Context: an optimization exercise on an open-source flow, tuned for small area, a short achievable clock period and few clock cycles per item. The choices shown serve that exercise and are no tape-out recipe.
Where RTL was checked, it was by simulation tests only, not by an equivalence proof against the original.

==> flow/design.v <==
module anubis_round_engine #(
    parameter int ROUNDS = 12,
    parameter int IDXW   = 5
) (
    input  logic            clk,
    input  logic            reset,
    input  logic            in_valid,
    output logic            in_ready,
    input  logic [127:0]    in_dat,
    output logic [IDXW-1:0] rk_idx,
    input  logic [127:0]    rk_dat,
    output logic            out_valid,
    input  logic            out_ready,
    output logic [127:0]    out_dat
);
    localparam logic [63:0] PTAB = 64'h128769adcb450ef3;
    localparam logic [63:0] QTAB = 64'h81b7d40fc32a65e9;
    function automatic logic [3:0] pbox(input logic [3:0] x);
        pbox = PTAB[4*x +: 4];
    endfunction
    function automatic logic [3:0] qbox(input logic [3:0] x);
        qbox = QTAB[4*x +: 4];
    endfunction
    function automatic logic [7:0] sbox_front(input logic [7:0] x);
        logic [7:0] a, b;
        a          = {pbox(x[7:4]), qbox(x[3:0])};
        a          = {a[7:6], a[3:2], a[5:4], a[1:0]};
        b          = {qbox(a[7:4]), pbox(a[3:0])};
        sbox_front = {b[7:6], b[3:2], b[5:4], b[1:0]};
    endfunction
    function automatic logic [7:0] sbox_back(input logic [7:0] b);
        sbox_back = {pbox(b[7:4]), qbox(b[3:0])};
    endfunction
    function automatic logic [7:0] x2(input logic [7:0] x);
        x2 = {x[6:0], 1'b0} ^ (x[7] ? 8'h1d : 8'h00);
    endfunction
    function automatic logic [7:0] x4(input logic [7:0] x);
        x4 = x2(x2(x));
    endfunction
    function automatic logic [7:0] byte_of(input logic [127:0] v, input int unsigned n);
        byte_of = v[8*(15-n) +: 8];
    endfunction
    function automatic logic [31:0] theta_mix(input logic [31:0] g);
        logic [7:0] g0, g1, g2, g3, d01, d02, d13, d23;
        g0  = g[31:24];
        g1  = g[23:16];
        g2  = g[15:8];
        g3  = g[7:0];
        d01 = g0 ^ g1;
        d02 = g0 ^ g2;
        d13 = g1 ^ g3;
        d23 = g2 ^ g3;
        theta_mix = {x2(d13) ^ x4(d23),
                     x2(d02) ^ x4(d23),
                     x2(d13) ^ x4(d01),
                     x2(d02) ^ x4(d01)};
    endfunction
    logic [127:0] ra, rb;              
    logic         ph;                  
    logic [1:0]   busy;                
    logic [3:0]   rc0, rc1;            
    logic         ld;                  
    logic         mix_en;              
    logic         stall;
    logic [127:0] f_vec, g_vec, mix_vec, ra_nxt;
    assign stall   = out_valid & ~out_ready;
    assign in_ready = ld;
    assign out_dat = ra;
    always_comb begin
        for (int unsigned i = 0; i < 4; i++)
            for (int unsigned j = 0; j < 4; j++)
                f_vec[8*(15-(4*i+j)) +: 8] = sbox_front(byte_of(ra, 4*j+i));
        for (int unsigned n = 0; n < 16; n++)
            g_vec[8*(15-n) +: 8] = sbox_back(byte_of(rb, n));
        for (int unsigned i = 0; i < 4; i++)
            mix_vec[32*(3-i) +: 32] = theta_mix(g_vec[32*(3-i) +: 32]);
        ra_nxt = (ld ? in_dat : g_vec) ^ rk_dat ^ (mix_vec & {128{mix_en}});
    end
    always_ff @(posedge clk) begin
        if (!stall) begin
            ra <= ra_nxt;
            rb <= f_vec;
        end
    end
    logic       nph;
    logic [1:0] busy_n;
    logic [3:0] rc_cur, rc_oth, rc_cur_n;
    logic       fin;
    assign rc_cur = ph ? rc1 : rc0;
    assign rc_oth = ph ? rc0 : rc1;
    always_comb begin
        nph      = ~ph;
        busy_n   = busy;
        rc_cur_n = rc_cur;
        fin      = 1'b0;
        if (busy[ph]) begin
            if (rc_cur == 4'(ROUNDS)) begin
                busy_n[ph] = 1'b0;
                fin        = 1'b1;
            end
            rc_cur_n = rc_cur + 4'd1;
        end else if (ld && in_valid) begin
            busy_n[ph] = 1'b1;
            rc_cur_n   = 4'd1;
        end
    end
    always_ff @(posedge clk) begin
        if (reset) begin
            ph        <= 1'b0;
            busy      <= 2'b00;
            rc0       <= 4'd0;
            rc1       <= 4'd0;
            ld        <= 1'b1;
            mix_en    <= 1'b0;
            out_valid <= 1'b0;
            rk_idx    <= '0;
        end else if (!stall) begin
            ph        <= nph;
            busy      <= busy_n;
            if (ph) rc1 <= rc_cur_n;
            else    rc0 <= rc_cur_n;
            out_valid <= fin;
            ld        <= ~busy[nph] & ~fin & ~(ld & in_valid);
            mix_en    <= busy[nph] & (rc_oth != 4'(ROUNDS));
            rk_idx    <= busy[nph] ? IDXW'(rc_oth) : '0;
        end
    end
endmodule
Settings: LEC_CHECK=0, CAP_MARGIN=20, CORE_MARGIN=2, CORE_UTILIZATION=50, CTS_BUF_LIST=sky130_fd_sc_hd__clkbuf_16 sky130_fd_sc_hd__clkbuf_8, CTS_CLUSTER_DIAMETER=80, CTS_CLUSTER_SIZE=30, PLACE_DENSITY=0.6, SETUP_SLACK_MARGIN=4.15, SLEW_MARGIN=20; clock period 7.0 ns.
standard.sh (not shown) runs the stock make flow with config.mk's settings and CLKGATE_MAP_FILE= SYNTH_SCRIPT=/design/flow/synth_recipe.tcl, a recipe that flattens the netlist after the stock synthesis.
==> flow/flow/run.sh <==
#!/bin/bash
# Standard synthesis, then the combinational logic re-mapped by ABC for area
# (flip-flops untouched), then the standard layout from floorplan on, with
# small input-port buffers and stronger output-port buffers.
set -euo pipefail
WORK=$(pwd)
R=$WORK/orfs/results/$FLOW_PLATFORM/anubis_round_engine/base
YOSYS=$(command -v yosys || echo "$FLOW_HOME/../tools/install/yosys/bin/yosys")
bash standard.sh synth > synth_std.log 2>&1
cp "$R/1_2_yosys.v" "$WORK/std_synth.v"
PLATFORM_LIB=$FLOW_HOME/platforms/sky130hd/lib/sky130_fd_sc_hd__tt_025C_1v80.lib \
NET_IN=$WORK/std_synth.v NET_OUT=$WORK/remap.v ABC_ARGS="-D 2000" \
    "$YOSYS" -c flow/remap.tcl > remap.log 2>&1
cp "$WORK/remap.v" "$R/1_2_yosys.v"
rm -f "$R/1_synth.odb" "$R/1_synth.sdc"
export PRE_RESIZE_TCL=$WORK/flow/outbuf.tcl
bash standard.sh BUFFER_PORTS_ARGS="-inputs -buffer_cell sky130_fd_sc_hd__buf_1" finish > layout.log 2>&1
==> flow/flow/outbuf.tcl <==
# Buffer the output ports with a stronger buffer than the input ports get.
buffer_ports -outputs -buffer_cell sky130_fd_sc_hd__buf_2
==> flow/flow/remap.tcl <==
# Re-map the combinational logic of the standard synthesis netlist for area.
# Flip-flops stay the instances (names and cell types) the standard synthesis made.
yosys -import
set LIB $::env(PLATFORM_LIB)
read_liberty -ignore_miss_func -ignore_miss_dir $LIB
read_verilog $::env(NET_IN)
hierarchy -top $::env(FLOW_TOP)
blackbox sky130_fd_sc_hd__df* sky130_fd_sc_hd__edf* sky130_fd_sc_hd__sdf* sky130_fd_sc_hd__dl* sky130_fd_sc_hd__sedf* sky130_fd_sc_hd__conb_1
flatten
opt -purge
abc {*}$::env(ABC_ARGS) -liberty $LIB -dont_use sky130_fd_sc_hd__probe_p_8 -dont_use sky130_fd_sc_hd__probec_p_8 -dont_use sky130_fd_sc_hd__lpflow_*
opt_clean -purge
hilomap -singleton -hicell sky130_fd_sc_hd__conb_1 HI -locell sky130_fd_sc_hd__conb_1 LO
splitnets
opt_clean -purge
stat -liberty $LIB

write_verilog -noattr -nohex -nodec $::env(NET_OUT)
Testbench counts at the start, summed over its fixed seeds: cycles 6,680, items 512.
==> next run, changes <==
--- a/flow/design.v
+++ b/flow/design.v
@@ -60,8 +60,9 @@
     logic [1:0]   busy;                
     logic [3:0]   rc0, rc1;            
     logic         ld;                  
     logic         mix_en;              
+    logic         free;                
     logic         stall;
     logic [127:0] f_vec, g_vec, mix_vec, ra_nxt;
     assign stall   = out_valid & ~out_ready;
     assign in_ready = ld;
@@ -73,9 +74,9 @@
         for (int unsigned n = 0; n < 16; n++)
             g_vec[8*(15-n) +: 8] = sbox_back(byte_of(rb, n));
         for (int unsigned i = 0; i < 4; i++)
             mix_vec[32*(3-i) +: 32] = theta_mix(g_vec[32*(3-i) +: 32]);
-        ra_nxt = (ld ? in_dat : g_vec) ^ rk_dat ^ (mix_vec & {128{mix_en}});
+        ra_nxt = (free ? in_dat : g_vec) ^ rk_dat ^ (mix_vec & {128{mix_en}});
     end
     always_ff @(posedge clk) begin
         if (!stall) begin
             ra <= ra_nxt;
@@ -111,8 +112,9 @@
             rc0       <= 4'd0;
             rc1       <= 4'd0;
             ld        <= 1'b1;
             mix_en    <= 1'b0;
+            free      <= 1'b1;
             out_valid <= 1'b0;
             rk_idx    <= '0;
         end else if (!stall) begin
             ph        <= nph;
@@ -121,8 +123,9 @@
             else    rc0 <= rc_cur_n;
             out_valid <= fin;
             ld        <= ~busy[nph] & ~fin & ~(ld & in_valid);
             mix_en    <= busy[nph] & (rc_oth != 4'(ROUNDS));
+            free      <= ~busy[nph];
             rk_idx    <= busy[nph] ? IDXW'(rc_oth) : '0;
         end
     end
 endmodule
- The new run finished with timing, DRC and antenna clean
- count of clock-buffer cells in the layout is unchanged
- wire length barely changes
- core utilization is lower by 0.22 points
- first-iteration DRC count is higher by roughly a tenth
- design area stays flat
- hold slack improves by 0.027 ns
- via count is higher slightly
- synthesized area is higher slightly
- worst setup slack improves by 0.0095 ns
- sequential share of layout area is higher by 0.12 points
Only the layout flow was run in the second run of this note; the RTL was not checked for function there.

==> port drivers added, routing unchanged <==
How much do the figures lean on ideal ports? The routed layouts below were timed once more, with nothing changed but the port constraints.
Step 1, drivers: a clkbuf_16 drives clk and a buf_2 each remaining input, both assumed.
Step 2 adds t to the input delays and takes it off the output delays; t is the mean of the earliest and latest rising clock arrival at the registers after step 1. Input paths then give back, and output paths get back, about the clock's delay inside the block.
Slacks: ideal / step 1 / step 2; pairs: ideal / step 1.
run	shift t [ns]	slack for setup (ns)	slew at the worst register clock pin (ns)	worst slew at a driven data input, ns	cell pins on the clock port's net
the first run	0.627	4.212 / 4.149 / 3.676	0.10 / 0.10	0.06	1
the second run	0.609	4.222 / 4.168 / 3.905	0.09 / 0.09	0.05	1
After both steps setup and hold are still met in every run listed. For the first run, which loses most, drivers alone change the setup slack by -0.063 ns; drivers and shift together by -0.536 ns.
